From an optimization exercise on the open Yosys and OpenROAD flow, aimed at small area, a short achievable clock period and few clock cycles per item; shortcuts taken in it are not production practice.
The RTL was checked by simulation tests, not by an equivalence proof against the original design.
Power figures rest on the tool's default switching activity, not on a simulated workload.

==> design.v <==
`timescale 1ns / 1ps
`default_nettype none
package rybb_pkg;
  localparam int unsigned BLOCK_SAMPLES_DEF = 64;
  localparam logic [1:0] TOK_NONE   = 2'd0;   
  localparam logic [1:0] TOK_TAKEN  = 2'd1;   
  localparam logic [1:0] TOK_SAMPLE = 2'd2;   
endpackage
`default_nettype wire
`timescale 1ns / 1ps
`default_nettype none
module rybb_conv (
  input  wire logic       clk_i,
  input  wire logic [7:0] r_i,
  input  wire logic [7:0] g_i,
  input  wire logic [7:0] b_i,
  output logic      [7:0] y_o,
  output logic      [7:0] cb_o,
  output logic      [7:0] cr_o
);
  logic [7:0] r0, g0, b0;
  assign r0 = r_i;
  assign g0 = g_i;
  assign b0 = b_i;
  logic [9:0] e_m, e_s, e_c;
  assign e_m = ~{1'b0, g0, 1'b0};
  assign e_s = {2'b0, r0} ^ {2'b0, b0} ^ e_m;
  assign e_c = ({2'b0, r0} & {2'b0, b0}) | ({2'b0, r0} & e_m) | ({2'b0, b0} & e_m);
  logic [7:0] g1;
  logic [8:0] d11, d21;
  logic [9:0] e1;
  always_ff @(posedge clk_i) begin
    g1  <= g0;
    d11 <= {1'b0, r0} - {1'b0, g0};
    d21 <= {1'b0, b0} - {1'b0, g0};
    e1  <= e_s + {e_c[8:0], 1'b1};
  end
  wire ty_0 = e1[0] ^ ~e1[3];
  wire ty_1 = e1[0] & ~e1[3];
  wire ty_2 = e1[1] ^ ~e1[4] ^ e1[6];
  wire ty_3 = (e1[1] & ~e1[4]) | (e1[1] & e1[6]) | (~e1[4] & e1[6]);
  wire ty_4 = e1[2] ^ ~e1[5] ^ e1[7];
  wire ty_5 = (e1[2] & ~e1[5]) | (e1[2] & e1[7]) | (~e1[5] & e1[7]);
  wire ty_6 = e1[3] ^ ~e1[6] ^ e1[8];
  wire ty_7 = (e1[3] & ~e1[6]) | (e1[3] & e1[8]) | (~e1[6] & e1[8]);
  wire ty_8 = e1[4] ^ ~e1[7] ^ ~e1[9];
  wire ty_9 = (e1[4] & ~e1[7]) | (e1[4] & ~e1[9]) | (~e1[7] & ~e1[9]);
  wire ty_10 = d11[4] ^ d11[5];
  wire ty_11 = d11[4] & d11[5];
  wire ty_12 = e1[5] ^ ~e1[8] ^ d11[5];
  wire ty_13 = (e1[5] & ~e1[8]) | (e1[5] & d11[5]) | (~e1[8] & d11[5]);
  wire ty_14 = d11[6] ^ 1'b1;
  wire ty_15 = d11[6] & 1'b1;
  wire ty_16 = e1[6] ^ e1[9] ^ d11[6];
  wire ty_17 = (e1[6] & e1[9]) | (e1[6] & d11[6]) | (e1[9] & d11[6]);
  wire ty_18 = ty_0 ^ e1[5];
  wire ty_19 = ty_0 & e1[5];
  wire ty_20 = ty_2 ^ d11[1] ^ d11[2];
  wire ty_21 = (ty_2 & d11[1]) | (ty_2 & d11[2]) | (d11[1] & d11[2]);
  wire ty_22 = ty_4 ^ d11[2] ^ d11[3];
  wire ty_23 = (ty_4 & d11[2]) | (ty_4 & d11[3]) | (d11[2] & d11[3]);
  wire ty_24 = ty_6 ^ d11[3] ^ d11[4];
  wire ty_25 = (ty_6 & d11[3]) | (ty_6 & d11[4]) | (d11[3] & d11[4]);
  wire ty_26 = ty_8 ^ ty_10 ^ 1'b1;
  wire ty_27 = (ty_8 & ty_10) | (ty_8 & 1'b1) | (ty_10 & 1'b1);
  wire ty_28 = ty_12 ^ ty_14 ^ ty_9;
  wire ty_29 = (ty_12 & ty_14) | (ty_12 & ty_9) | (ty_14 & ty_9);
  wire ty_30 = ty_16 ^ d11[7] ^ ty_13;
  wire ty_31 = (ty_16 & d11[7]) | (ty_16 & ty_13) | (d11[7] & ty_13);
  wire ty_32 = e1[7] ^ d11[7] ^ ~d11[8];
  wire ty_33 = (e1[7] & d11[7]) | (e1[7] & ~d11[8]) | (d11[7] & ~d11[8]);
  wire ty_34 = ~e1[0] ^ e1[2];
  wire ty_35 = ~e1[0] & e1[2];
  wire ty_36 = ~e1[1] ^ e1[3];
  wire ty_37 = ~e1[1] & e1[3];
  wire ty_38 = ~e1[2] ^ e1[4] ^ d11[0];
  wire ty_39 = (~e1[2] & e1[4]) | (~e1[2] & d11[0]) | (e1[4] & d11[0]);
  wire ty_40 = ty_18 ^ d11[0] ^ d11[1];
  wire ty_41 = (ty_18 & d11[0]) | (ty_18 & d11[1]) | (d11[0] & d11[1]);
  wire ty_42 = ty_20 ^ ty_1 ^ ty_19;
  wire ty_43 = (ty_20 & ty_1) | (ty_20 & ty_19) | (ty_1 & ty_19);
  wire ty_44 = ty_22 ^ ty_3 ^ ty_21;
  wire ty_45 = (ty_22 & ty_3) | (ty_22 & ty_21) | (ty_3 & ty_21);
  wire ty_46 = ty_24 ^ ty_5 ^ ty_23;
  wire ty_47 = (ty_24 & ty_5) | (ty_24 & ty_23) | (ty_5 & ty_23);
  wire ty_48 = ty_26 ^ ty_7 ^ ty_25;
  wire ty_49 = (ty_26 & ty_7) | (ty_26 & ty_25) | (ty_7 & ty_25);
  wire ty_50 = ty_28 ^ ty_11 ^ ty_27;
  wire ty_51 = (ty_28 & ty_11) | (ty_28 & ty_27) | (ty_11 & ty_27);
  wire ty_52 = ty_30 ^ ty_15 ^ ty_29;
  wire ty_53 = (ty_30 & ty_15) | (ty_30 & ty_29) | (ty_15 & ty_29);
  wire ty_54 = ty_32 ^ ty_17 ^ ty_31;
  wire ty_55 = (ty_32 & ty_17) | (ty_32 & ty_31) | (ty_17 & ty_31);
  wire ty_56 = e1[8] ^ ~d11[8] ^ ty_33;
  wire ty_57 = (e1[8] & ~d11[8]) | (e1[8] & ty_33) | (~d11[8] & ty_33);
  wire [15:0] ty_a = {1'b1, ~e1[9], ty_56, ty_54, ty_52, ty_50, ty_48, ty_46, ty_44, ty_42, ty_40, ty_38, ty_36, ty_34, e1[1], e1[0]};
  wire [15:0] ty_b = {1'b0, ty_57, ty_55, ty_53, ty_51, ty_49, ty_47, ty_45, ty_43, ty_41, ty_39, ty_37, ty_35, 1'b1, 1'b0, 1'b0};
  wire tb_0 = ~d11[0] ^ ~d11[2];
  wire tb_1 = ~d11[0] & ~d11[2];
  wire tb_2 = ~d11[1] ^ ~d11[3];
  wire tb_3 = ~d11[1] & ~d11[3];
  wire tb_4 = d21[0] ^ ~d11[2] ^ ~d11[4];
  wire tb_5 = (d21[0] & ~d11[2]) | (d21[0] & ~d11[4]) | (~d11[2] & ~d11[4]);
  wire tb_6 = d21[1] ^ ~d11[3] ^ ~d11[5];
  wire tb_7 = (d21[1] & ~d11[3]) | (d21[1] & ~d11[5]) | (~d11[3] & ~d11[5]);
  wire tb_8 = ~d11[7] ^ d11[8];
  wire tb_9 = ~d11[7] & d11[8];
  wire tb_10 = d21[2] ^ ~d11[4] ^ ~d11[6];
  wire tb_11 = (d21[2] & ~d11[4]) | (d21[2] & ~d11[6]) | (~d11[4] & ~d11[6]);
  wire tb_12 = d21[3] ^ ~d11[5];
  wire tb_13 = d21[3] & ~d11[5];
  wire tb_14 = ~d11[0] ^ ~d11[2];
  wire tb_15 = ~d11[0] & ~d11[2];
  wire tb_16 = ~d11[1] ^ ~d11[3];
  wire tb_17 = ~d11[1] & ~d11[3];
  wire tb_18 = tb_0 ^ ~d11[4] ^ ~d11[5];
  wire tb_19 = (tb_0 & ~d11[4]) | (tb_0 & ~d11[5]) | (~d11[4] & ~d11[5]);
  wire tb_20 = tb_2 ^ ~d11[5] ^ ~d11[6];
  wire tb_21 = (tb_2 & ~d11[5]) | (tb_2 & ~d11[6]) | (~d11[5] & ~d11[6]);
  wire tb_22 = tb_4 ^ ~d11[6] ^ ~d11[7];
  wire tb_23 = (tb_4 & ~d11[6]) | (tb_4 & ~d11[7]) | (~d11[6] & ~d11[7]);
  wire tb_24 = tb_6 ^ tb_8 ^ 1'b1;
  wire tb_25 = (tb_6 & tb_8) | (tb_6 & 1'b1) | (tb_8 & 1'b1);
  wire tb_26 = tb_10 ^ d11[8] ^ tb_7;
  wire tb_27 = (tb_10 & d11[8]) | (tb_10 & tb_7) | (d11[8] & tb_7);
  wire tb_28 = tb_12 ^ ~d11[7] ^ 1'b1;
  wire tb_29 = (tb_12 & ~d11[7]) | (tb_12 & 1'b1) | (~d11[7] & 1'b1);
  wire tb_30 = d21[4] ^ ~d11[6] ^ d11[8];
  wire tb_31 = (d21[4] & ~d11[6]) | (d21[4] & d11[8]) | (~d11[6] & d11[8]);
  wire tb_32 = d21[5] ^ ~d11[7];
  wire tb_33 = d21[5] & ~d11[7];
  wire tb_34 = ~d11[0] ^ ~d11[1];
  wire tb_35 = ~d11[0] & ~d11[1];
  wire tb_36 = ~d11[1] ^ ~d11[2];
  wire tb_37 = ~d11[1] & ~d11[2];
  wire tb_38 = tb_14 ^ ~d11[3] ^ 1'b1;
  wire tb_39 = (tb_14 & ~d11[3]) | (tb_14 & 1'b1) | (~d11[3] & 1'b1);
  wire tb_40 = tb_16 ^ ~d11[4] ^ tb_15;
  wire tb_41 = (tb_16 & ~d11[4]) | (tb_16 & tb_15) | (~d11[4] & tb_15);
  wire tb_42 = tb_18 ^ 1'b1 ^ tb_17;
  wire tb_43 = (tb_18 & 1'b1) | (tb_18 & tb_17) | (1'b1 & tb_17);
  wire tb_44 = tb_20 ^ tb_1 ^ tb_19;
  wire tb_45 = (tb_20 & tb_1) | (tb_20 & tb_19) | (tb_1 & tb_19);
  wire tb_46 = tb_22 ^ tb_3 ^ tb_21;
  wire tb_47 = (tb_22 & tb_3) | (tb_22 & tb_21) | (tb_3 & tb_21);
  wire tb_48 = tb_24 ^ tb_5 ^ tb_23;
  wire tb_49 = (tb_24 & tb_5) | (tb_24 & tb_23) | (tb_5 & tb_23);
  wire tb_50 = tb_26 ^ tb_9 ^ tb_25;
  wire tb_51 = (tb_26 & tb_9) | (tb_26 & tb_25) | (tb_9 & tb_25);
  wire tb_52 = tb_28 ^ tb_11 ^ tb_27;
  wire tb_53 = (tb_28 & tb_11) | (tb_28 & tb_27) | (tb_11 & tb_27);
  wire tb_54 = tb_30 ^ tb_13 ^ tb_29;
  wire tb_55 = (tb_30 & tb_13) | (tb_30 & tb_29) | (tb_13 & tb_29);
  wire tb_56 = tb_32 ^ 1'b1 ^ tb_31;
  wire tb_57 = (tb_32 & 1'b1) | (tb_32 & tb_31) | (1'b1 & tb_31);
  wire tb_58 = d21[6] ^ d11[8] ^ tb_33;
  wire tb_59 = (d21[6] & d11[8]) | (d21[6] & tb_33) | (d11[8] & tb_33);
  wire tb_60 = d21[7] ^ 1'b1;
  wire tb_61 = d21[7] & 1'b1;
  wire [15:0] tb_a = {~d21[8], tb_60, tb_58, tb_56, tb_54, tb_52, tb_50, tb_48, tb_46, tb_44, tb_42, tb_40, tb_38, tb_36, tb_34, ~d11[0]};
  wire [15:0] tb_b = {tb_61, tb_59, tb_57, tb_55, tb_53, tb_51, tb_49, tb_47, tb_45, tb_43, tb_41, tb_39, tb_37, tb_35, 1'b1, 1'b1};
  wire tr_0 = d11[1] ^ ~d21[4];
  wire tr_1 = d11[1] & ~d21[4];
  wire tr_2 = d11[2] ^ ~d21[5];
  wire tr_3 = d11[2] & ~d21[5];
  wire tr_4 = ~d21[0] ^ ~d21[2];
  wire tr_5 = ~d21[0] & ~d21[2];
  wire tr_6 = ~d21[1] ^ ~d21[3];
  wire tr_7 = ~d21[1] & ~d21[3];
  wire tr_8 = ~d21[2] ^ ~d21[4];
  wire tr_9 = ~d21[2] & ~d21[4];
  wire tr_10 = d11[0] ^ ~d21[3] ^ ~d21[5];
  wire tr_11 = (d11[0] & ~d21[3]) | (d11[0] & ~d21[5]) | (~d21[3] & ~d21[5]);
  wire tr_12 = tr_0 ^ ~d21[6] ^ d21[8];
  wire tr_13 = (tr_0 & ~d21[6]) | (tr_0 & d21[8]) | (~d21[6] & d21[8]);
  wire tr_14 = tr_2 ^ ~d21[7] ^ 1'b1;
  wire tr_15 = (tr_2 & ~d21[7]) | (tr_2 & 1'b1) | (~d21[7] & 1'b1);
  wire tr_16 = d11[3] ^ ~d21[6] ^ d21[8];
  wire tr_17 = (d11[3] & ~d21[6]) | (d11[3] & d21[8]) | (~d21[6] & d21[8]);
  wire tr_18 = d11[4] ^ ~d21[7];
  wire tr_19 = d11[4] & ~d21[7];
  wire tr_20 = ~d21[0] ^ ~d21[2];
  wire tr_21 = ~d21[0] & ~d21[2];
  wire tr_22 = ~d21[1] ^ ~d21[3];
  wire tr_23 = ~d21[1] & ~d21[3];
  wire tr_24 = tr_4 ^ ~d21[4] ^ 1'b1;
  wire tr_25 = (tr_4 & ~d21[4]) | (tr_4 & 1'b1) | (~d21[4] & 1'b1);
  wire tr_26 = tr_6 ^ ~d21[5] ^ tr_5;
  wire tr_27 = (tr_6 & ~d21[5]) | (tr_6 & tr_5) | (~d21[5] & tr_5);
  wire tr_28 = tr_8 ^ ~d21[6] ^ tr_7;
  wire tr_29 = (tr_8 & ~d21[6]) | (tr_8 & tr_7) | (~d21[6] & tr_7);
  wire tr_30 = tr_10 ^ ~d21[7] ^ tr_9;
  wire tr_31 = (tr_10 & ~d21[7]) | (tr_10 & tr_9) | (~d21[7] & tr_9);
  wire tr_32 = tr_12 ^ 1'b1 ^ tr_11;
  wire tr_33 = (tr_12 & 1'b1) | (tr_12 & tr_11) | (1'b1 & tr_11);
  wire tr_34 = tr_14 ^ tr_1 ^ tr_13;
  wire tr_35 = (tr_14 & tr_1) | (tr_14 & tr_13) | (tr_1 & tr_13);
  wire tr_36 = tr_16 ^ tr_3 ^ tr_15;
  wire tr_37 = (tr_16 & tr_3) | (tr_16 & tr_15) | (tr_3 & tr_15);
  wire tr_38 = tr_18 ^ 1'b1 ^ tr_17;
  wire tr_39 = (tr_18 & 1'b1) | (tr_18 & tr_17) | (1'b1 & tr_17);
  wire tr_40 = d11[5] ^ d21[8] ^ tr_19;
  wire tr_41 = (d11[5] & d21[8]) | (d11[5] & tr_19) | (d21[8] & tr_19);
  wire tr_42 = d11[6] ^ 1'b1;
  wire tr_43 = d11[6] & 1'b1;
  wire tr_44 = d11[7] ^ 1'b1;
  wire tr_45 = d11[7] & 1'b1;
  wire [15:0] tr_a = {~d11[8], tr_44, tr_42, tr_40, tr_38, tr_36, tr_34, tr_32, tr_30, tr_28, tr_26, tr_24, tr_22, tr_20, ~d21[1], ~d21[0]};
  wire [15:0] tr_b = {tr_45, tr_43, tr_41, tr_39, tr_37, tr_35, tr_33, tr_31, tr_29, tr_27, tr_25, tr_23, tr_21, 1'b1, 1'b0, 1'b1};
  function automatic logic [2:0] lo_gp(input logic [7:0] a, input logic [7:0] b);
    logic [7:0] g, p;
    logic lo, hi;
    g  = a & b;
    p  = a | b;
    lo = g[3] | (p[3] & g[2]) | (p[3] & p[2] & g[1]) | (p[3] & p[2] & p[1] & g[0]);
    hi = g[7] | (p[7] & g[6]) | (p[7] & p[6] & g[5]) | (p[7] & p[6] & p[5] & g[4]);
    lo_gp = {hi, &p[7:4], lo};
  endfunction
  logic [7:0] g2, ya2, yb2, ba2, bb2, ra2, rb2;
  logic [2:0] ygp2, bgp2, rgp2;
  always_ff @(posedge clk_i) begin
    g2   <= g1;
    ya2  <= ty_a[15:8];
    yb2  <= ty_b[15:8];
    ygp2 <= lo_gp(ty_a[7:0], ty_b[7:0]);
    ba2  <= tb_a[15:8];
    bb2  <= tb_b[15:8];
    bgp2 <= lo_gp(tb_a[7:0], tb_b[7:0]);
    ra2  <= tr_a[15:8];
    rb2  <= tr_b[15:8];
    rgp2 <= lo_gp(tr_a[7:0], tr_b[7:0]);
  end
  logic yc, bc, rc;
  assign yc = ygp2[2] | (ygp2[1] & ygp2[0]);
  assign bc = bgp2[2] | (bgp2[1] & bgp2[0]);
  assign rc = rgp2[2] | (rgp2[1] & rgp2[0]);
  assign y_o  = g2 + ya2 + yb2 + {7'b0, yc};
  assign cb_o = ba2 + bb2 + {7'b0, bc};
  assign cr_o = ra2 + rb2 + {7'b0, rc};
endmodule
`default_nettype wire
`timescale 1ns / 1ps
`default_nettype none
module rgb_to_ycbcr_block_builder_unit (
  input  wire logic              clk_i,
  input  wire logic              rst_ni,
  input  wire logic              in_vld_i,
  output logic                   in_stall_o,
  input  wire logic              kind_i,
  input  wire logic [7:0]        red_i,
  input  wire logic [7:0]        green_i,
  input  wire logic [7:0]        blue_i,
  output logic                   out_vld_o,
  input  wire logic              out_stall_i,
  output logic                   pixel_taken_o,
  output logic                   sample_valid_o,
  output logic signed [8:0]      sample_o,
  output logic        [1:0]      block_type_o,
  output logic        [5:0]      element_index_o,
  output logic                   last_of_block_o
);
  localparam int unsigned FD = 8;      
  localparam int unsigned FW = 3;      
  localparam int unsigned TQ = 3;      
  localparam logic [1:0] T_NONE   = rybb_pkg::TOK_NONE;
  localparam logic [1:0] T_TAKEN  = rybb_pkg::TOK_TAKEN;
  localparam logic [1:0] T_SAMPLE = rybb_pkg::TOK_SAMPLE;
  logic       stall_q;
  logic       pend_q;
  logic [7:0] cnt_q;
  logic [5:0] wph_q;      
  logic       accept, take_px, take_pl;
  logic [1:0] tok;
  assign accept  = in_vld_i && !stall_q;
  assign take_px = accept && !kind_i && !pend_q;
  assign take_pl = accept &&  kind_i &&  pend_q;
  assign tok     = take_px ? T_TAKEN : take_pl ? T_SAMPLE : T_NONE;
  logic cnt_last_px, cnt_last_pl;
  assign cnt_last_px = (cnt_q[5:0] == 6'd63);
  assign cnt_last_pl = (cnt_q == 8'd191);
  logic       pend_d;
  logic [7:0] cnt_d, cnt_inc;
  assign cnt_inc = cnt_q + 8'd1;
  always_comb begin
    pend_d = pend_q;
    cnt_d  = cnt_q;
    if (take_px) begin
      pend_d = cnt_last_px;
      cnt_d  = cnt_last_px ? 8'd0 : cnt_inc;
    end else if (take_pl) begin
      pend_d = !cnt_last_pl;
      cnt_d  = cnt_last_pl ? 8'd0 : cnt_inc;
    end
  end
  always_ff @(posedge clk_i or negedge rst_ni) begin
    if (!rst_ni) begin
      pend_q <= 1'b0;
      cnt_q  <= '0;
    end else begin
      pend_q <= pend_d;
      cnt_q  <= cnt_d;
    end
  end
  always_ff @(posedge clk_i) begin
    wph_q <= take_px ? 6'd0 : wph_q + 6'd1;
  end
  logic [7:0] y_c, cb_c, cr_c;
  rybb_conv u_conv (
    .clk_i (clk_i),
    .r_i   (red_i),
    .g_i   (green_i),
    .b_i   (blue_i),
    .y_o   (y_c),
    .cb_o  (cb_c),
    .cr_o  (cr_c)
  );
  logic [1:0] wr_q;      
  logic [1:0] wlast_q;   
  always_ff @(posedge clk_i or negedge rst_ni) begin
    if (!rst_ni) begin
      wr_q <= '0;
    end else begin
      wr_q <= {wr_q[0], take_px};
    end
  end
  always_ff @(posedge clk_i) begin
    wlast_q <= {wlast_q[0], cnt_last_px};
  end
  logic [23:0] ring_q [64];
  always_ff @(posedge clk_i) begin
    ring_q[0] <= wr_q[1] ? {cr_c, cb_c, y_c} : ring_q[63];
    for (int i = 1; i < 64; i++) ring_q[i] <= ring_q[i-1];
  end
  logic          rd_act_q;    
  logic [5:0]    pos_q;       
  logic [7:0]    rn_q;        
  logic [FD-1:0] fth_q;
  logic          rd, fpop;
  logic [23:0]   tap;
  logic [7:0]    rd_byte;
  assign rd  = rd_act_q && (pos_q[2:0] == 3'd7) && !fth_q[FD-1];
  assign tap = ring_q[{pos_q[5:3], 3'd7}];
  always_comb begin
    unique case (rn_q[7:6])
      2'd0:    rd_byte = tap[7:0];
      2'd1:    rd_byte = tap[15:8];
      default: rd_byte = tap[23:16];
    endcase
  end
  logic rd_act_d;
  always_comb begin
    rd_act_d = rd_act_q;
    if (wr_q[1] && wlast_q[1])       rd_act_d = 1'b1;
    else if (rd && rn_q == 8'd191)   rd_act_d = 1'b0;
  end
  always_ff @(posedge clk_i or negedge rst_ni) begin
    if (!rst_ni) rd_act_q <= 1'b0;
    else         rd_act_q <= rd_act_d;
  end
  always_ff @(posedge clk_i) begin
    if (wr_q[1] && wlast_q[1]) begin
      pos_q <= 6'd63;
      rn_q  <= '0;
    end else if (rd) begin
      rn_q  <= rn_q + 8'd1;
    end else begin
      pos_q <= pos_q + 6'd1;
    end
  end
  logic [7:0]    fifo_q [FD];
  logic [FW-1:0] fwp_q, frp_q;
  always_ff @(posedge clk_i) begin
    if (rd) fifo_q[fwp_q] <= rd_byte;
  end
  always_ff @(posedge clk_i or negedge rst_ni) begin
    if (!rst_ni) begin
      fwp_q <= '0;
      frp_q <= '0;
      fth_q <= '0;
    end else begin
      if (rd)   fwp_q <= fwp_q + 1'b1;
      if (fpop) frp_q <= frp_q + 1'b1;
      if (rd && !fpop)      fth_q <= {fth_q[FD-2:0], 1'b1};
      else if (fpop && !rd) fth_q <= {1'b0, fth_q[FD-1:1]};
    end
  end
  logic [1:0] tq_cls_q [TQ];
  logic [7:0] tq_cnt_q [TQ];
  logic [2:0] tq_v_q;           
  logic [1:0] tcls_q;           
  logic       h0_q, h1_q, h2_q, e1one_q;
  logic       open, tok_avail, consume;
  logic [1:0] head_cls;
  assign head_cls  = tq_cls_q[0];
  assign tok_avail = tq_v_q[0] && !h0_q && ((head_cls != T_SAMPLE) || fth_q[0]);
  assign open      = !out_v_q || !out_stall_i;
  assign consume   = open && tok_avail;
  assign fpop      = consume && (head_cls == T_SAMPLE);
  logic px_ext, pl_ext, extend, push_new;
  assign px_ext   = tq_v_q[0] && !pend_q && (tcls_q == T_TAKEN);
  assign pl_ext   = tq_v_q[0] &&  pend_q && (tcls_q == T_SAMPLE);
  assign extend   = accept && (kind_i ? pl_ext : px_ext);
  assign push_new = accept && !(kind_i ? pl_ext : px_ext);
  typedef struct packed {
    logic       retire;
    logic [2:0] v;
    logic [2:0] slot;
    logic [2:0] inc;
    logic       h0, h1;
  } tq_step_t;
  function automatic tq_step_t tq_step(input logic ext, input logic pnew, input logic cons,
                                       input logic [2:0] v, input logic h0, input logic h1,
                                       input logic h2, input logic e1one);
    tq_step_t st;
    logic [2:0] v_s;
    st.inc    = {3{ext}} & (v & ~{1'b0, v[2:1]});
    st.retire = v[0] && !st.inc[0] && (h0 || (h1 && cons)) && (v[1] || pnew);
    v_s       = st.retire ? {1'b0, v[2:1]} : v;
    st.slot   = {3{pnew}} & (~v_s & {v_s[1:0], 1'b1});
    st.v      = v_s | st.slot;
    if (st.retire) begin
      st.h0 = 1'b0;
      st.h1 = v[1] ? (e1one && !st.inc[1]) : 1'b1;
    end else if (st.slot[0]) begin
      st.h0 = 1'b0;
      st.h1 = 1'b1;
    end else begin
      st.h0 = !st.inc[0] && (h0 || (h1 && cons));
      st.h1 = (h1 && (st.inc[0] == cons)) || (h0 && st.inc[0] && !cons) ||
              (h2 && cons && !st.inc[0]);
    end
    tq_step = st;
  endfunction
  tq_step_t st_n0, st_n1, st_x0, st_x1, st_p0, st_p1, st;
  assign st_n0 = tq_step(1'b0, 1'b0, 1'b0, tq_v_q, h0_q, h1_q, h2_q, e1one_q);
  assign st_n1 = tq_step(1'b0, 1'b0, 1'b1, tq_v_q, h0_q, h1_q, h2_q, e1one_q);
  assign st_x0 = tq_step(1'b1, 1'b0, 1'b0, tq_v_q, h0_q, h1_q, h2_q, e1one_q);
  assign st_x1 = tq_step(1'b1, 1'b0, 1'b1, tq_v_q, h0_q, h1_q, h2_q, e1one_q);
  assign st_p0 = tq_step(1'b0, 1'b1, 1'b0, tq_v_q, h0_q, h1_q, h2_q, e1one_q);
  assign st_p1 = tq_step(1'b0, 1'b1, 1'b1, tq_v_q, h0_q, h1_q, h2_q, e1one_q);
  assign st    = extend   ? (consume ? st_x1 : st_x0) :
                 push_new ? (consume ? st_p1 : st_p0) :
                            (consume ? st_n1 : st_n0);
  logic [7:0] cnt_g [TQ];
  logic [7:0] cnt0_p, cnt0_m;
  assign cnt0_p = tq_cnt_q[0] + 8'd1;
  assign cnt0_m = tq_cnt_q[0] - 8'd1;
  always_comb begin
    for (int i = 0; i < TQ; i++) cnt_g[i] = st.inc[i] ? tq_cnt_q[i] + 8'd1 : tq_cnt_q[i];
    if (consume) cnt_g[0] = st.inc[0] ? tq_cnt_q[0] : cnt0_m;
    else         cnt_g[0] = st.inc[0] ? cnt0_p : tq_cnt_q[0];
  end
  logic [1:0] tq_cls_d [TQ];
  logic [7:0] tq_cnt_d [TQ];
  always_comb begin
    for (int i = 0; i < TQ; i++) begin
      if (st.retire && (i < TQ - 1)) begin
        tq_cls_d[i] = tq_cls_q[i+1];
        tq_cnt_d[i] = cnt_g[i+1];
      end else begin
        tq_cls_d[i] = tq_cls_q[i];
        tq_cnt_d[i] = cnt_g[i];
      end
      if (st.slot[i]) begin
        tq_cls_d[i] = tok;
        tq_cnt_d[i] = 8'd1;
      end
    end
  end
  always_ff @(posedge clk_i) begin
    for (int i = 0; i < TQ; i++) begin
      tq_cls_q[i] <= tq_cls_d[i];
      tq_cnt_q[i] <= tq_cnt_d[i];
    end
  end
  always_ff @(posedge clk_i or negedge rst_ni) begin
    if (!rst_ni) begin
      tq_v_q  <= '0;
      tcls_q  <= T_NONE;
      h0_q    <= 1'b0;
      h1_q    <= 1'b0;
      h2_q    <= 1'b0;
      e1one_q <= 1'b0;
    end else begin
      tq_v_q  <= st.v;
      if (push_new) tcls_q <= tok;
      h0_q    <= st.h0;
      h1_q    <= st.h1;
      h2_q    <= (tq_cnt_d[0] == 8'd2);
      e1one_q <= (tq_cnt_d[1] == 8'd1);
    end
  end
  logic st_none, st_pix, st_pull;
  always_comb begin
    st_none = tq_v_q[2] ||
              (!pend_q && rd_act_d) ||
              (!pend_q && (cnt_q[5:0] != 6'd0) && (wph_q != 6'd63));
    st_pix  = tq_v_q[2] || (tq_v_q[1] && !px_ext) ||
              (!pend_q && !cnt_last_px && rd_act_d);
    st_pull = tq_v_q[2] || (tq_v_q[1] && !pl_ext) ||
              (pend_q ? (cnt_last_pl && rd_act_d)
                      : (rd_act_d || ((cnt_q[5:0] != 6'd0) && (wph_q != 6'd63))));
  end
  always_ff @(posedge clk_i or negedge rst_ni) begin
    if (!rst_ni) stall_q <= 1'b0;
    else         stall_q <= !accept ? st_none : kind_i ? st_pull : st_pix;
  end
  logic       out_v_q;
  logic [7:0] ocnt_q;
  logic       taken_q, sval_q, last_q;
  logic [8:0] smp_q;
  logic [1:0] btype_q;
  logic [5:0] eidx_q;
  logic [7:0] fhead;
  logic       is_smp;
  assign fhead  = fifo_q[frp_q];
  assign is_smp = (head_cls == T_SAMPLE);
  always_ff @(posedge clk_i or negedge rst_ni) begin
    if (!rst_ni) begin
      out_v_q <= 1'b0;
      ocnt_q  <= '0;
    end else begin
      if (open) out_v_q <= tok_avail;
      if (fpop) ocnt_q <= (ocnt_q == 8'd191) ? 8'd0 : ocnt_q + 8'd1;
    end
  end
  always_ff @(posedge clk_i) begin
    if (open) begin
      taken_q <= (head_cls == T_TAKEN);
      sval_q  <= is_smp;
      smp_q   <= is_smp ? {(ocnt_q[7:6] != 2'd0) && fhead[7], fhead} : 9'd0;
      btype_q <= is_smp ? ocnt_q[7:6] : 2'd0;
      eidx_q  <= is_smp ? ocnt_q[5:0] : 6'd0;
      last_q  <= is_smp && (ocnt_q[5:0] == 6'd63);
    end
  end
  assign in_stall_o      = stall_q;
  assign out_vld_o       = out_v_q;
  assign pixel_taken_o   = taken_q;
  assign sample_valid_o  = sval_q;
  assign sample_o        = smp_q;
  assign block_type_o    = btype_q;
  assign element_index_o = eidx_q;
  assign last_of_block_o = last_q;
endmodule
`default_nettype wire
==> run.sh <==
#!/bin/bash
# synth_recipe.tcl (not shown) runs the flow's synth.tcl, then flattens the netlist and writes it again
# the make line also repeats each setting of config.mk as NAME=value (left out here)
make -C /OpenROAD-flow-scripts/flow DESIGN_CONFIG=/design/flow/config.mk WORK_HOME=/design/flow/orfs CLKGATE_MAP_FILE= SYNTH_SCRIPT=/design/flow/synth_recipe.tcl finish
==> config.mk <==
export PLATFORM = sky130hd
export DESIGN_NAME = rgb_to_ycbcr_block_builder_unit
export DESIGN_NICKNAME = rgb_to_ycbcr_block_builder_unit
export VERILOG_FILES = /design/flow/design.v
export SDC_FILE = /design/flow/constraint.sdc
export NUM_CORES = 4
export LEC_CHECK = 0
export CAP_MARGIN = 20
export CORE_MARGIN = 2
export CORE_UTILIZATION = 40
export CTS_CLUSTER_DIAMETER = 80
export CTS_CLUSTER_SIZE = 24
export SETUP_SLACK_MARGIN = 4.4
export SLEW_MARGIN = 20
==> constraint.sdc <==
create_clock -name core_clock -period 7.0 [get_ports {clk_i}]
set_input_delay 1.4000 -clock core_clock [delete_from_list [all_inputs] [get_ports {clk_i}]]
set_output_delay 1.4000 -clock core_clock [all_outputs]
set_load 0.01 [all_outputs]
==> results of run 1 <==
sequential cells by signal (all words and copies together), names as in the netlist, 7 cells and up, named ones only:
name / count
tq_cnt_q: 24
ring_q: 1536
u_conv.ya2: 7
rn_q: 8
u_conv.ba2: 8
u_conv.d21: 9
u_conv.g1: 8
fth_q: 8
ocnt_q: 8
u_conv.rb2: 8
u_conv.d11: 9
fifo_q: 64
smp_q: 9
u_conv.e1: 10
u_conv.ra2: 8
u_conv.g2: 8
cnt_q: 8
u_conv.yb2: 7
u_conv.bb2: 8
power by group through the flow:
| stage | sequential (mW) | clock (mW) | combinational (mW) |
|---|---|---|---|
| floorplan | 12.7 | 0 | 2.14 |
| global placement | 12.9 | 0 | 2.90 |
| detailed placement | 13.0 | 0 | 2.94 |
| CTS | 12.8 | 5.70 | 3.18 |
| global route | 12.9 | 6.06 | 3.75 |
| finish | 12.7 | 5.49 | 3.31 |
logic make-up (layout without fill, tap and decap cells):
kind of cell | Yosys count | in the layout | share of synthesized area
flops | 1816 | 1816 | 0.811
simple gates | 371 | 371 | 0.0402
compound gates | 293 | 294 | 0.0424
buf+inv | 232 | 422 | 0.0189
fa+ha+maj | 163 | 163 | 0.0550
xor+xnor | 80 | 80 | 0.0152
mux | 55 | 55 | 0.0169
cells in the final DEF (no fill, tap or decap), drive strengths merged, types with 6 or more instances in the layout:
cell,netlist,layout
a211oi,7,7
a21o,16,16
a21oi,46,46
a221oi,10,10
a22o,9,9
a22oi,82,82
and2,12,12
and3,8,8
buf,7,116
clkbuf,50,103
clkdlybuf4s50,0,6
clkinv,1,8
dfrtp,45,45
dfxtp,1681,1681
edfxtp,90,90
fa,69,69
ha,87,87
inv,174,176
maj3,7,7
mux2,21,21
mux2i,18,18
mux4,16,16
nand2,114,114
nand2b,17,17
nand3,27,27
nand4,40,40
nor2,80,80
nor2b,18,18
nor3,15,15
nor4,6,6
o21ai,74,74
o21bai,6,6
o31ai,9,9
or3,6,6
xnor2,50,50
xor2,30,30
path summary, 6_finish.rpt:
kind | slack [ns] | from | to
min in group asynchronous | 0.83 | rst_ni | out_v_q
max in group asynchronous | 5.71 | rst_ni | wr_q[1]
worst max-delay path | 4.12 | kind_i | e1one_q
worst min-delay path | 0.32 | ring_q[12][21] | ring_q[13][21]
worst min register to register | 0.32 | ring_q[12][21] | ring_q[13][21]
worst max register to register | 4.28 | pend_q | e1one_q
worst register-to-register path, cell delays in order (launching register included):
cell       delay, ns
dfrtp_1         0.55
or4b_4          0.63
buf_4           0.17
buf_4           0.13
a2111oi_2       0.48
xnor2_1         0.23
nand2_1         0.09
nor2_1          0.11
o21bai_1        0.10
nor4_2          0.14
through the flow:
stage	utilization	cells	hold WS [ns]
2_1_floorplan	-	3010	0.310
3_3_place_gp	0.426	4533	0.309
3_5_place_dp	0.426	4533	0.312
4_1_cts	0.454	4689	0.316
5_1_grt	0.458	4713	0.329
6_report	0.458	4713	0.316
cell type report:
cell class                      count  area share
Clock buffer                      100      0.0452
Clock inverter                     13     0.00308
Inverter                          175      0.0138
Multi-Input combinational cell    963       0.165
Sequential cell                  1816       0.715
Tap cell                         1512      0.0361
Timing Repair Buffer              133      0.0216
Timing Repair inverter              1   0.0000954
what timing repair did:
item                                    CTS  global route
setup buffers                            41            24
endpoints found under the setup margin  196           123
pin swaps                                32            36
gates cloned                              2             0
resized for setup                       243            87
routing by layer:
layer / part of all wire / up-vias
li1: - / 10172
met1: 0.52 / 9786
met2: 0.42 / 270
met3: 0.039 / 111
met4: 0.023 / 0
met5: 0 / -
==> impl_results.md, run 1 <==
- Status: complete, no violations
- Initial Util: 0.403
- Pwr/cell area: 411 nW/um^2
- CP top delay family: simple AND/OR/NAND/NOR gates
- Max_slew headroom: 0.332
- Min Tclk post-route: 2.88 ns
- Num CTS Buffers: 88
- Setup ws final: 4.12 ns
- NumNets Final: 3363
- Via count: 20.3k
- Largest net degree at the start of global routing: 46
- Cells after Synth: 3010
- YS warnings: 8
- Synth top area share: 0.729
- HP Class: register to register
- Ports: 51
- Crit-path max FO: 4
- Num rows: 124
- Power Total: 21.5 mW
- Worst endpoint required time: 7.58 ns
- Top post-synthesis cells by area: dfxtp_1 (73%), edfxtp_1 (5.9%), fa_1 (3.0%), dfrtp_1 (2.4%), ha_1 (2.4%)
- Total global routing overflow: 0
- DRT Pass-1 Iters: 4
- Core area: 115000 um^2
- Vias in the first global route: 19.8k
- Sum Neg Setup Slack: 0 ns
- Top cell type by total area after synthesis: dfxtp_1
- Sw power: 5.49 mW
- Hold Path Stages: 0
- Levels on crit path: 10
- CTS H-Tree Depth: 3
- Filler cells: 10.1k
- R2r worst-path depth: 9
- Initial antenna violation count: 0
- Clock power share: 0.255
- Internal Power: 16.1 mW
- Antenna diodes: 0
- Buf/Inv on CP: 3
- Clock edge transition at the registers on the reported setup and hold paths: 0.09 ns
- Post-DP Area: 48800 um^2
- GRT busiest layer: met1
- Root Driver: clkbuf_16
- Routed WL per cell: 15.0 um
- EDFF count, synth: 90
- Post-synthesis async set-or-reset flop share: 0.0248
- DR DRC count: 0
- Crit path DAT: 3.46 ns
- Worst-Skew Late Latency: 0.67 ns
- Synthesized net count: 3195
- Multi-input gate area: 8650 um^2
- Post-Place Worst Slack: 2.54 ns
- Layout cells sized above 1: 0.134
- Max Cap Viol: 0
- Total track usage: 0.120
- Unique cell type count in the Yosys netlist: 71
- Worst VDD drop: 0.000252 V
- Drt total wl: 70800 um
- Slowest cell on crit path: or4b_4
- Horiz. Die Dim: 344 um
- CTS tree: yes
- Max Slew Vio Count: 0
- LEAKAGE: 20.9 nW
- Hold_buf cts: 0
- Final Instance Area: 52500 um^2
- CP startpoint kind: input pin
- Port Buffers: 50
- Routing usage on met1: 0.180
- Clock Path Buffers: 3
- CP cell instances: buf_12, or4b_4, buf_4, buf_4, a2111oi_2, xnor2_1, nand2_1, nor2_1, o21bai_1, nor4_2
- Routed Antenna Nets: 0
- Peak Freq: 0.347 GHz
- First-pass GRT wire length: 111000 um
- Initial drt markers: 1129
- Switching share of power: 0.255
- Seq/Total Area, Yosys: 0.811
- DP HPWL: 42500 um
- Clock Skew: 0.0217 ns
- Most frequent CP cell: buf_4
- Vias per inst: 4.32
- Final Cycle Share: 0.411
- Unrepaired setup endpoints after global routing: yes
- CP Capture Type: register
- Full die area: 118000 um^2
- Critical setup path kind: input pin to register
- Met2 usage: 0.176
- RD Place Congestion: 0.776
- Part of the power in combinational logic: 0.154
- Clock sink count: 1816
- Top FF cell, synth: dfxtp_1
- Sequential Power Share: 0.591
- Die Y: 344 um
- Mapped cell area: 46200 um^2
- Worst Tran Pin Value: 1.00 ns
- Slowest Stage Delay on Critical Path: 0.50 ns
- #FFs+latches synth: 1816
- Avg Inst Size Synth: 15.3 um^2
- # setup viols final: 0
- Met3 GRT Util: 0.0229
- Most common library cells after synthesis: dfxtp_1 (1681), inv_1 (174), nand2_1 (114), edfxtp_1 (90), ha_1 (87)
- Fin. Hold Viols: 0
- Area Overhead vs Synth: 13.6%
- Top-count cell post-synth: dfxtp_1
- Reg area: 37500 um^2
Testbench counts, summed over its fixed seeds: cycles 38,999, items 32,768.
==> run 2: changes to the inputs <==
--- a/config.mk
+++ b/config.mk
@@ -8,7 +8,7 @@
 export CAP_MARGIN = 20
 export CORE_MARGIN = 2
 export CORE_UTILIZATION = 40
-export CTS_CLUSTER_DIAMETER = 80
-export CTS_CLUSTER_SIZE = 24
+export CTS_CLUSTER_DIAMETER = 100
+export CTS_CLUSTER_SIZE = 30
 export SETUP_SLACK_MARGIN = 4.4
 export SLEW_MARGIN = 20
==> run 2 against run 1 <==
  * Sequential share of layout area grew 0.63 points
  * Synthesized cell count is the same
  * Combinational power grew 2%
  * First-iteration DRC count grew 1.4%
  * Utilization shrank 0.40 points
  * Synthesized area is the same
  * Die area is the same
  * Via count shrank 0.78%
  * Non-clock buffer count shrank 1
  * Clock power shrank 9.5%
  * Hold slack gained 0.0034 ns
  * Register-to-register slack lost 0.07 ns
==> impl_results.md, run 2 <==
- Area Overhead vs Synth: 12.6%
- Peak Freq: 0.347 GHz
- Seq/Total Area, Yosys: 0.811
- Most frequent cells in the layout: dfxtp_1 (1668), inv_1 (154), nand2_1 (110), edfxtp_1 (90), a22oi_1 (81)
- Status: complete, no violations
- Beginning of the worst hold path: ring_q[26][8]
- Synth top area share: 0.729
- Slowest Stage Delay on Critical Path: 0.52 ns
- Horiz. Die Dim: 344 um
- Ports: 51
- Die Y: 344 um
- Worst R2R End: h2_q
- Clock Skew: 0.0232 ns
- Vias per inst: 4.30
- Fin util: 0.454
- Synthesized net count: 3195
- Max Cap Viol: 0
- Worst Tran Pin Value: 1.00 ns
- Top cell type by total area after synthesis: dfxtp_1
- CP Capture Type: register
- Worst endpoint required time: 7.56 ns
- Vias in the first global route: 19.6k
- Buf/Inv on CP: 3
- NumNets Final: 3346
- Worst VDD drop: 0.000218 V
- Routed Antenna Nets: 0
- YS warnings: 8
- Clock sink count: 1816
- Most frequent CP cell: buf_6
- Core area: 115000 um^2
- DR DRC count: 0
- Top post-synthesis cells by area: dfxtp_1 (73%), edfxtp_1 (5.9%), fa_1 (3.0%), dfrtp_1 (2.4%), ha_1 (2.4%)
- Max Slew Vio Count: 0
- Critical setup path kind: input pin to register
- Pwr/cell area: 405 nW/um^2
- Antenna diodes: 0
- Initial antenna violation count: 0
- Unique cell type count in the Yosys netlist: 71
- Post-DP Area: 48800 um^2
- Top-count cell post-synth: dfxtp_1
- Worst R2R Setup Slack: 4.21 ns
- Total global routing overflow: 0
- Worst-Skew Late Latency: 0.65 ns
- # setup viols final: 0
- Initial Util: 0.403
- Sum Neg Setup Slack: 0 ns
- Largest net degree at the start of global routing: 46
- Crit path DAT: 3.44 ns
- #FFs+latches synth: 1816
- First-pass GRT wire length: 110000 um
- Filler cells: 10.1k
- Fin. Hold Viols: 0
- Port Buffers: 50
- Min Tclk post-route: 2.88 ns
- Drt total wl: 70800 um
- CTS H-Tree Depth: 3
- Layout cells sized above 1: 0.131
- Initial drt markers: 1145
- Num CTS Buffers: 72
- CP cell instances: buf_12, or4b_4, a2111oi_4, buf_6, buf_6, xnor2_4, nor2_1, a211o_1, nand4bb_1, nor4_2
- Final Instance Area: 52000 um^2
- Unrepaired setup endpoints after global routing: yes
- R2r worst-path depth: 7
- LEAKAGE: 20.7 nW
- Routed WL per cell: 15.1 um
- Most common library cells after synthesis: dfxtp_1 (1681), inv_1 (174), nand2_1 (114), edfxtp_1 (90), ha_1 (87)
- RD Place Congestion: 0.776
- Via count: 20.2k
- Top FF cell, synth: dfxtp_1
- Hold Path Sink: ring_q[27][8]
- FF-to-FF Start: tq_cls_q[0][0]
- Root Driver: clkbuf_16
- Final Cycle Share: 0.412
- EDFF count, synth: 90
- Regs by FF count: ring_q: 1536 flops, fifo_q: 64 flops, tq_cnt_q: 24 flops
- Crit-path max FO: 7
- Total track usage: 0.120
- Cells after Synth: 3010
- Num rows: 124
- Most common cell after layout, fill and taps aside: dfxtp_1
- Avg Inst Size Synth: 15.3 um^2
- HP Class: register to register
- Clock edge transition at the registers on the reported setup and hold paths: 0.10 ns
- Hold_buf cts: 0
- Max_slew headroom: 0.330
- Full die area: 118000 um^2
- Max reg flops: 1536
- Post-synthesis async set-or-reset flop share: 0.0248
- DP HPWL: 42500 um
- Clock Path Buffers: 3
- CP top delay family: simple AND/OR/NAND/NOR gates
- Slowest cell on crit path: or4b_4
- CTS tree: yes
- Hold Path Stages: 0
- DRT Pass-1 Iters: 5
- Largest register by flop count: ring_q
- Levels on crit path: 10
- Hold WS: 0.320 ns
- Mapped cell area: 46200 um^2
- CP startpoint kind: input pin
## run 2: cell types whose count changed in the layout (fill, tap and decap cells not counted), sizes merged
| cell | before | now |
|---|---|---|
| clkdlybuf4s15 | 0 | 3 |
| clkinv | 8 | 5 |
| clkdlybuf4s50 | 6 | 9 |
| clkinvlp | 5 | 4 |
| buf | 116 | 115 |
| dlymetal6s2s | 4 | 1 |
| clkbuf | 103 | 83 |
| dlygate4sd2 | 4 | 3 |
| inv | 176 | 179 |
## run 2: cells by family after synthesis
logic type | share of synthesized area
compound gates | 0.0424
xor+xnor | 0.0152
fa+ha+maj | 0.0550
buf+inv | 0.0189
flops | 0.811
mux | 0.0169
simple gates | 0.0402
## run 2: repair_timing
action / in CTS / in global routing
pin swaps: 32 / 39
setup endpoints to repair: 198 / 133
gates cloned: 2 / 0
gates resized for setup: 248 / 82
setup buffers: 45 / 19
## run 2: worst max path at each step
stage	startpoint	endpoint
after floorplan	kind_i	e1one_q
final	kind_i	h2_q
after global routing	kind_i	h2_q
after CTS	kind_i	e1one_q
after global placement	kind_i	e1one_q
after detailed placement	kind_i	e1one_q
## run 2: report_power, final
| part | internal [mW] | switching (mW) |
|---|---|---|
| registers | 12.1 | 0.686 |
| logic | 1.57 | 1.79 |
| clock network | 2.02 | 2.96 |
| total | 15.6 | 5.43 |
## run 2: worst register-to-register path, cell delays in order, from the launching register on
cell       delay, ns
edfxtp_1        0.43
nor3b_1         0.77
o31ai_4         0.25
o21a_4          0.22
or4_1           0.49
and4_1          0.22
nand4bb_1       0.19
nor4_2          0.14
## run 2: area by class of cell
cell class | count | area [um^2] | share of cell area
clock buffers | 82 | 1910 | 0.0368
clock inverters | 12 | 160 | 0.00308
inverters | 175 | 718 | 0.0138
multi-input cells | 963 | 8720 | 0.168
flip-flops and latches | 1816 | 37500 | 0.721
well taps | 1512 | 1890 | 0.0364
repair buffers | 132 | 1080 | 0.0208
repair inverters | 1 | 5.00 | 0.0000963
## run 2: metal layers
layer / up-vias / GRT usage / share of wire
li1: 10124 / - / -
met4: 0 / 0.0304 / 0.017
met5: - / 0 / 0
met2: 228 / 0.178 / 0.42
met1: 9744 / 0.180 / 0.53
met3: 85 / 0.0209 / 0.035
## run 2: per-stage QoR
stage | power (mW) | setup slack (ns) | cells
floorplan | 14.8 | 3.53 | 3010
global placement | 15.8 | 2.60 | 4533
detailed placement | 15.9 | 2.54 | 4533
CTS | 21.1 | 4.09 | 4674
global route | 22.2 | 4.08 | 4693
finish | 21.1 | 4.12 | 4693
==> run 3: changes to the inputs <==
--- a/design.v
+++ b/design.v
@@ -19,9 +19,11 @@
   output logic      [7:0] cr_o
 );
   logic [7:0] r0, g0, b0;
-  assign r0 = r_i;
-  assign g0 = g_i;
-  assign b0 = b_i;
+  always_ff @(posedge clk_i) begin
+    r0 <= r_i;
+    g0 <= g_i;
+    b0 <= b_i;
+  end
   logic [9:0] e_m, e_s, e_c;
   assign e_m = ~{1'b0, g0, 1'b0};
   assign e_s = {2'b0, r0} ^ {2'b0, b0} ^ e_m;
@@ -234,9 +236,11 @@
   assign yc = ygp2[2] | (ygp2[1] & ygp2[0]);
   assign bc = bgp2[2] | (bgp2[1] & bgp2[0]);
   assign rc = rgp2[2] | (rgp2[1] & rgp2[0]);
-  assign y_o  = g2 + ya2 + yb2 + {7'b0, yc};
-  assign cb_o = ba2 + bb2 + {7'b0, bc};
-  assign cr_o = ra2 + rb2 + {7'b0, rc};
+  always_ff @(posedge clk_i) begin
+    y_o  <= g2 + ya2 + yb2 + {7'b0, yc};
+    cb_o <= ba2 + bb2 + {7'b0, bc};
+    cr_o <= ra2 + rb2 + {7'b0, rc};
+  end
 endmodule
 `default_nettype wire
 `timescale 1ns / 1ps
@@ -314,21 +318,21 @@
     .cb_o  (cb_c),
     .cr_o  (cr_c)
   );
-  logic [1:0] wr_q;      
-  logic [1:0] wlast_q;   
+  logic [3:0] wr_q;      
+  logic [3:0] wlast_q;   
   always_ff @(posedge clk_i or negedge rst_ni) begin
     if (!rst_ni) begin
       wr_q <= '0;
     end else begin
-      wr_q <= {wr_q[0], take_px};
+      wr_q <= {wr_q[2:0], take_px};
     end
   end
   always_ff @(posedge clk_i) begin
-    wlast_q <= {wlast_q[0], cnt_last_px};
+    wlast_q <= {wlast_q[2:0], cnt_last_px};
   end
   logic [23:0] ring_q [64];
   always_ff @(posedge clk_i) begin
-    ring_q[0] <= wr_q[1] ? {cr_c, cb_c, y_c} : ring_q[63];
+    ring_q[0] <= wr_q[3] ? {cr_c, cb_c, y_c} : ring_q[63];
     for (int i = 1; i < 64; i++) ring_q[i] <= ring_q[i-1];
   end
   logic          rd_act_q;    
@@ -350,7 +354,7 @@
   logic rd_act_d;
   always_comb begin
     rd_act_d = rd_act_q;
-    if (wr_q[1] && wlast_q[1])       rd_act_d = 1'b1;
+    if (wr_q[3] && wlast_q[3])       rd_act_d = 1'b1;
     else if (rd && rn_q == 8'd191)   rd_act_d = 1'b0;
   end
   always_ff @(posedge clk_i or negedge rst_ni) begin
@@ -358,7 +362,7 @@
     else         rd_act_q <= rd_act_d;
   end
   always_ff @(posedge clk_i) begin
-    if (wr_q[1] && wlast_q[1]) begin
+    if (wr_q[3] && wlast_q[3]) begin
       pos_q <= 6'd63;
       rn_q  <= '0;
     end else if (rd) begin
@@ -389,6 +393,10 @@
   logic [2:0] tq_v_q;           
   logic [1:0] tcls_q;           
   logic       h0_q, h1_q, h2_q, e1one_q;
+  assign h0_q    = (tq_cnt_q[0] == 8'd0);
+  assign h1_q    = (tq_cnt_q[0] == 8'd1);
+  assign h2_q    = (tq_cnt_q[0] == 8'd2);
+  assign e1one_q = (tq_cnt_q[1] == 8'd1);
   logic       open, tok_avail, consume;
   logic [1:0] head_cls;
   assign head_cls  = tq_cls_q[0];
@@ -477,17 +485,9 @@
     if (!rst_ni) begin
       tq_v_q  <= '0;
       tcls_q  <= T_NONE;
-      h0_q    <= 1'b0;
-      h1_q    <= 1'b0;
-      h2_q    <= 1'b0;
-      e1one_q <= 1'b0;
     end else begin
       tq_v_q  <= st.v;
       if (push_new) tcls_q <= tok;
-      h0_q    <= st.h0;
-      h1_q    <= st.h1;
-      h2_q    <= (tq_cnt_d[0] == 8'd2);
-      e1one_q <= (tq_cnt_d[1] == 8'd1);
     end
   end
   logic st_none, st_pix, st_pull;
==> run 3 against run 2 <==
  * Still clean on timing, DRC and antenna
  * Die area grew 3.0%
  * Combinational power shrank 15%
  * Utilization shrank 0.59 points
  * Setup slack gained 0.23 ns
  * Clock skew grew 0.010 ns
  * Clock power grew 1%
  * Hold slack lost 0.012 ns
  * Largest cell class unchanged
==> impl_results.md, run 3 <==
- Initial antenna violation count: 0
- Unrepaired setup endpoints after global routing: yes
- Slowest Stage Delay on Critical Path: 0.60 ns
- Core area: 118000 um^2
- HP Class: register to register
- Ports: 51
- Full die area: 122000 um^2
- Most frequent CP cell: buf_6
- Most common cell after layout, fill and taps aside: dfxtp_1
- Clock Path Buffers: 3
- CP Capture Type: register
- Clock edge transition at the registers on the reported setup and hold paths: 0.11 ns
- Max reg flops: 1536
- Top-count cell post-synth: dfxtp_1
- CP startpoint kind: input pin
- GRT busiest layer: met2
- CTS tree: yes
- Avg Inst Size Synth: 15.5 um^2
- Worst VDD drop: 0.000214 V
- Vias per inst: 4.29
- CP top delay family: simple AND/OR/NAND/NOR gates
- RD Place Congestion: 0.775
- Initial Util: 0.403
- Initial drt markers: 1250
- Seq/Total Area, Yosys: 0.807
- Most common library cells after synthesis: dfxtp_1 (1731), inv_1 (165), nand2_1 (106), nor2_1 (104), edfxtp_1 (90)
- Total track usage: 0.119
- Slowest cell on crit path: or4b_4
- EDFF count, synth: 90
- Post-Layout Cell Count: 4760
- Max_slew headroom: 0.352
- Top post-synthesis cells by area: dfxtp_1 (73%), edfxtp_1 (5.7%), fa_1 (2.9%), ha_1 (2.3%), dfrtp_1 (2.3%)
- Hold WS: 0.307 ns
- Sequential Power Share: 0.606
- Die Y: 349 um
- Worst endpoint required time: 7.57 ns
- Max Slew Vio Count: 0
- Min Tclk post-route: 2.65 ns
- CTS H-Tree Depth: 3
- Drt total wl: 72200 um
- Sw power: 5.03 mW
- Worst-Skew Late Latency: 0.67 ns
- Fin. Hold Viols: 0
- First-pass GRT wire length: 112000 um
- Pwr/cell area: 377 nW/um^2
- Largest register by flop count: ring_q
- Routed Antenna Nets: 0
- Layout cells sized above 1: 0.115
- Largest net degree at the start of global routing: 51
- Buf/Inv on CP: 5
- Internal Power: 14.9 mW
- Top cell type by total area after synthesis: dfxtp_1
- Unique cell type count in the Yosys netlist: 78
- Placed instance count: 4609
- Sum Neg Setup Slack: 0 ns
- Final Cycle Share: 0.379
- Post-synthesis async set-or-reset flop share: 0.0231
- Part of the power in combinational logic: 0.142
- Top FF cell, synth: dfxtp_1
- Worst Tran Pin Value: 0.972 ns
- Met3 GRT Util: 0.0190
- Clock Skew: 0.0333 ns
- Horiz. Die Dim: 349 um
- Crit path DAT: 3.23 ns
- Max Cap Viol: 0
- Total global routing overflow: 0
- DP HPWL: 45500 um
- Clock sink count: 1864
- Hold_buf cts: 0
- Final Instance Area: 52900 um^2
- Num rows: 126
- Status: complete, no violations
- Cells after Synth: 3064
- LEAKAGE: 21.2 nW
- Num CTS Buffers: 73
- Port Buffers: 50
- Clock power share: 0.252
- Critical setup path kind: input pin to register
- DR DRC count: 0
- Routing usage on met1: 0.175
- Root Driver: clkbuf_16
- #FFs+latches synth: 1864
- Via count: 20.4k
- # setup viols final: 0
- Switching share of power: 0.252
- Synth top area share: 0.728
- YS warnings: 8
- Most frequent cells in the layout: dfxtp_1 (1714), inv_1 (158), nand2_1 (104), nor2_1 (95), edfxtp_1 (90)
- Crit-path max FO: 6
- Area Overhead vs Synth: 11.2%
- Synthesized net count: 3251
- Met2 usage: 0.180
- Peak Freq: 0.377 GHz
- NumNets Final: 3389
- Post-DP Area: 50000 um^2
- Vias in the first global route: 20.0k
- DRT Pass-1 Iters: 5
- CP cell instances: buf_6, or4b_4, buf_6, a211oi_4, nor4_4, buf_6, buf_4, buf_4, nor3_2, nor3_1
- Regs by FF count: ring_q: 1536 flops, fifo_q: 64 flops, tq_cnt_q: 24 flops
- Routed WL per cell: 15.2 um
- Mapped cell area: 47600 um^2
- Power Total: 20.0 mW
## run 3: cell types whose count changed in the layout (fill, tap and decap cells not counted), sizes merged, moves of 12 or more
cell,change
a22oi,-69
dfxtp,+50
mux2,+37
nand4,-26
buf,-24
nor2,+24
mux2i,+23
clkdlybuf4s50,+15
inv,-12
## run 3: kinds of logic (layout without fill, tap and decap cells)
group | after synthesis | count (layout) | synth area share
other | 0 | 2 | 0
AND/OR/NAND/NOR | 378 | 379 | 0.0386
buffers and inverters | 220 | 377 | 0.0179
AO/OA/AOI/OAI | 239 | 239 | 0.0338
flip-flops | 1864 | 1864 | 0.807
adder cells (fa/ha/maj) | 167 | 167 | 0.0543
XOR/XNOR | 70 | 70 | 0.0129
multiplexers | 126 | 126 | 0.0351
## run 3: metal layers
metal  share of wire  wire length (um)
met1            0.52             37400
met2            0.43             30900
met3           0.031              2230
met4           0.023              1640
met5               0                 0
## run 3: worst register-to-register path: cells and delay by family (launching register included)
kind	cells	cell delay (ns)
fa+ha+maj	5	2.13
buf+inv	2	0.09
flops	1	0.34
## run 3: final timing paths
kind | slack, ns | end | cells after the start | from
worst max register to register | 4.35 | u_conv.ygp2[2] | 7 | u_conv.e1[1]
worst min register to register | 0.31 | ring_q[4][8] | 0 | ring_q[3][8]
worst min-delay path | 0.31 | ring_q[4][8] | 0 | ring_q[3][8]
min in group asynchronous | 0.73 | ocnt_q[3] | 1 | rst_ni
worst max-delay path | 4.35 | tq_cnt_q[0][7] | 10 | kind_i
max in group asynchronous | 5.81 | wr_q[3] | 1 | rst_ni
## run 3: area by class of cell
type                            instances  area [um^2]
Antenna cell                            2         5.00
Clock buffer                           87         1940
Clock inverter                          8          136
Fill cell                           10292        65200
Inverter                              165          632
Multi-Input combinational cell        981         8770
Sequential cell                      1864        38500
Tap cell                             1536         1920
Timing Repair Buffer                  117         1040
## run 3: stage by stage
stage,setup slack (ns),utilization
3_3_place_gp,3.13,0.424
2_1_floorplan,3.92,-
3_5_place_dp,3.08,0.424
6_report,4.35,0.448
5_1_grt,4.26,0.448
4_1_cts,4.27,0.444
## run 3: power groups by stage
stage	Combinational, mW	Sequential, mW	Clock [mW]
after global placement	2.61	12.4	0
after detailed placement	2.63	12.4	0
after global routing	3.25	12.2	5.58
after CTS	2.75	12.1	5.22
final	2.84	12.1	5.04
after floorplan	2.03	12.1	0
## run 3: repair_timing
| item | CTS | global route |
|---|---|---|
| cloned | 1 | 1 |
| hold endpoints to repair | 0 | 0 |
| endpoints found under the setup margin | 176 | 117 |
| pin swaps | 12 | 25 |
| setup buffers | 20 | 32 |
| resized for setup | 157 | 63 |
Testbench counts of run 3, summed over its fixed seeds: cycles 39,080, items 32,768.
==> run 4: changes to the inputs <==
--- a/config.mk
+++ b/config.mk
@@ -7,8 +7,8 @@
 export LEC_CHECK = 0
 export CAP_MARGIN = 20
 export CORE_MARGIN = 2
-export CORE_UTILIZATION = 40
+export CORE_UTILIZATION = 65
 export CTS_CLUSTER_DIAMETER = 100
 export CTS_CLUSTER_SIZE = 30
-export SETUP_SLACK_MARGIN = 4.4
+export SETUP_SLACK_MARGIN = 4.2
 export SLEW_MARGIN = 20
==> run 4 against run 3 <==
  * Design area shrank 2.5%
  * Die area shrank 38%
  * Count of clock-buffer cells in the layout shrank 3
  * Sequential power is essentially flat
  * Hold slack gained 0.0096 ns
  * Maximum frequency shrank 5.0%
  * Synthesized cell count is the same
  * Synthesized area is the same
  * Critical path depth shrank 3
  * Final cell count shrank 13%
  * First-iteration DRC count shrank 19%
==> impl_results.md, run 4 <==
- Initial drt markers: 1013
- Vias per inst: 4.91
- Min Tclk post-route: 2.79 ns
- Multi-input gate area: 8520 um^2
- Largest net degree at the start of global routing: 47
- CP Capture Type: register
- Clock Skew: 0.0288 ns
- Vias in the first global route: 20.9k
- Sw power: 5.00 mW
- Top post-synthesis cells by area: dfxtp_1 (73%), edfxtp_1 (5.7%), fa_1 (2.9%), ha_1 (2.3%), dfrtp_1 (2.3%)
- Pwr/cell area: 384 nW/um^2
- Seq/Total Area, Yosys: 0.807
- Worst Tran Pin Value: 0.783 ns
- Most common library cells after synthesis: dfxtp_1 (1731), inv_1 (165), nand2_1 (106), nor2_1 (104), edfxtp_1 (90)
- Die Y: 275 um
- CTS tree: yes
- Via count: 20.4k
- NumNets Final: 3360
- Full die area: 75400 um^2
- Largest register by flop count: ring_q
- # setup viols final: 0
- #FFs+latches synth: 1864
- Mapped cell area: 47600 um^2
- Total global routing overflow: 0
- RD Place Congestion: 0.827
- Post-synthesis async set-or-reset flop share: 0.0231
- Max reg flops: 1536
- Final Cycle Share: 0.399
- Unrepaired setup endpoints after global routing: yes
- Max_slew headroom: 0.478
- CP startpoint kind: register
- Routed WL per cell: 17.6 um
- Routed Antenna Nets: 0
- Unique cell type count in the Yosys netlist: 78
- Worst endpoint required time: 7.53 ns
- Most frequent cells in the layout: dfxtp_1 (1723), inv_1 (162), nand2_1 (104), nor2_1 (99), edfxtp_1 (90)
- Internal Power: 14.8 mW
- Area Overhead vs Synth: 8.45%
- Filler cells: 4751
- Crit path DAT: 3.32 ns
- Ports: 51
- Post-Place Worst Slack: 3.02 ns
- GRT busiest layer: met2
- Antenna diodes: 0
- Num rows: 99
- Fin. Hold Viols: 0
- YS warnings: 8
- Worst R2R Setup Slack: 4.21 ns
- CTS H-Tree Depth: 3
- Most common cell after layout, fill and taps aside: dfxtp_1
- Sum Neg Setup Slack: 0 ns
- Root Driver: clkbuf_16
- Routing usage on met1: 0.288
- Sequential Power Share: 0.611
- Initial antenna violation count: 1
- Avg Inst Size Synth: 15.5 um^2
- Synthesized net count: 3251
- Worst-Skew Late Latency: 0.66 ns
- Met3 GRT Util: 0.0292
- Horiz. Die Dim: 275 um
- HP Class: register to register
- Peak Freq: 0.358 GHz
- Critical setup path kind: register to register
- Core area: 72700 um^2
- LEAKAGE: 20.9 nW
- Initial Util: 0.655
- DRT Pass-1 Iters: 4
- Cells after Synth: 3064
- Status: complete, no violations
- Drt total wl: 73000 um
- Num CTS Buffers: 72
- Max Cap Viol: 0
- Synth top area share: 0.728
- Total track usage: 0.197
- Worst VDD drop: 0.000349 V
- Crit-path max FO: 2
- First-pass GRT wire length: 114000 um
- Port Buffers: 50
- Part of the power in combinational logic: 0.140
- Switching share of power: 0.252
- Top-count cell post-synth: dfxtp_1
- Met2 usage: 0.312
- Regs by FF count: ring_q: 1536 flops, fifo_q: 64 flops, tq_cnt_q: 24 flops
- Max Slew Vio Count: 0
- Clock sink count: 1864
- Power Total: 19.8 mW
- EDFF count, synth: 90
- Hold WS: 0.317 ns
- Reg area: 38500 um^2
- Top cell type by total area after synthesis: dfxtp_1
- DP HPWL: 47200 um
- DR DRC count: 0
- Layout cells sized above 1: 0.0847
- Clock Path Buffers: 3
- Setup ws final: 4.21 ns
- Clock edge transition at the registers on the reported setup and hold paths: 0.11 ns
- Top FF cell, synth: dfxtp_1
- Clock power share: 0.249
## run 4: cell counts after synthesis
No cell type changed its count.
## run 4: through the flow
stage	instances	utilization	cell area, um^2
floorplan	3064	-	47700
global placement	4033	0.678	49300
detailed placement	4033	0.678	49300
CTS	4143	0.709	51500
global route	4148	0.710	51600
finish	4148	0.710	51600
## run 4: path summary, 6_finish.rpt
| path | end | start | cells after the start |
|---|---|---|---|
| worst max-delay path | u_conv.ygp2[2] | u_conv.e1[1] | 7 |
| worst min-delay path | ring_q[30][8] | ring_q[29][8] | 0 |
| worst max register to register | u_conv.ygp2[2] | u_conv.e1[1] | 7 |
| worst min register to register | ring_q[30][8] | ring_q[29][8] | 0 |
| max in group asynchronous | out_v_q | rst_ni | 1 |
| min in group asynchronous | ocnt_q[7] | rst_ni | 1 |
## run 4: power by group through the flow
| stage | Clock (mW) | Sequential, mW | Combinational [mW] |
|---|---|---|---|
| finish | 4.93 | 12.1 | 2.76 |
| floorplan | 0 | 12.1 | 2.01 |
| global route | 5.40 | 12.2 | 3.14 |
| CTS | 5.05 | 12.1 | 2.83 |
| detailed placement | 0 | 12.4 | 2.72 |
| global placement | 0 | 12.3 | 2.65 |
## run 4: logic make-up after synthesis
| kind of cell | share of synthesized area |
|---|---|
| fa+ha+maj | 0.0543 |
| buf+inv | 0.0179 |
| xor+xnor | 0.0129 |
| mux | 0.0351 |
| simple gates | 0.0386 |
| flops | 0.807 |
| compound gates | 0.0338 |
## run 4: routing by layer
metal,vias up,routed length (um)
met4,0,1580
met5,-,0
met3,95,2040
met1,9874,36600
li1,10147,-
met2,243,32800
## run 4: layout make-up
type / count / share of cell area
Sequential cell: 1864 / 0.745
Clock buffer: 84 / 0.0366
Multi-Input combinational cell: 981 / 0.165
Clock inverter: 6 / 0.00213
Inverter: 165 / 0.0121
Tap cell: 959 / 0.0232
Timing Repair Buffer: 89 / 0.0159
## run 4: worst max-delay path, cell delays in order, from the launching register on
cell,delay [ns]
dfxtp_1,0.33
inv_1,0.07
fa_1,0.55
inv_1,0.06
fa_1,0.51
fa_1,0.44
maj3_1,0.37
maj3_1,0.35
## run 4: what timing repair did
item | 4_1_cts | 5_1_grt
buffers inserted | 19 | 5
pin swaps | 9 | 4
endpoints found under the setup margin | 153 | 65
gates cloned | 1 | 0
gates resized for setup | 52 | 26
hold buffers | 0 | 0

[port drivers added, routing unchanged]
The flow's constraints put no driver on any port. The routed layouts listed below were extracted and timed again, unchanged, in two steps.
Step 1 assumes that a clkbuf_16 drives the clock port and a buf_2 every other input.
Step 2 moves the port delays by t, midway between the first and last clock arrival at a register: inputs arrive t later, outputs are due t later. That takes back most of the time a late clock gives input paths.
Slacks: ideal / step 1 / step 2; pairs: ideal / step 1.
run	t, ns	slack for setup (ns)	hold slack, ns	worst register clock-pin slew, ns	worst data-port slew with drivers (ns)
run 1	0.724	4.121 / 4.141 / 3.417	0.316 / 0.316 / 0.316	0.09 / 0.09	0.06
run 2	0.705	4.118 / 4.137 / 3.432	0.320 / 0.320 / 0.320	0.11 / 0.11	0.06
run 3	0.719	4.345 / 4.290 / 3.662	0.307 / 0.307 / 0.307	0.12 / 0.12	0.04
run 4	0.708	4.205 / 4.200 / 3.576	0.317 / 0.317 / 0.317	0.11 / 0.11	0.04
After both steps every run listed still meets setup and hold. The setup slack of run 1, which loses most, moves by +0.020 ns with the drivers and by -0.704 ns with both steps.
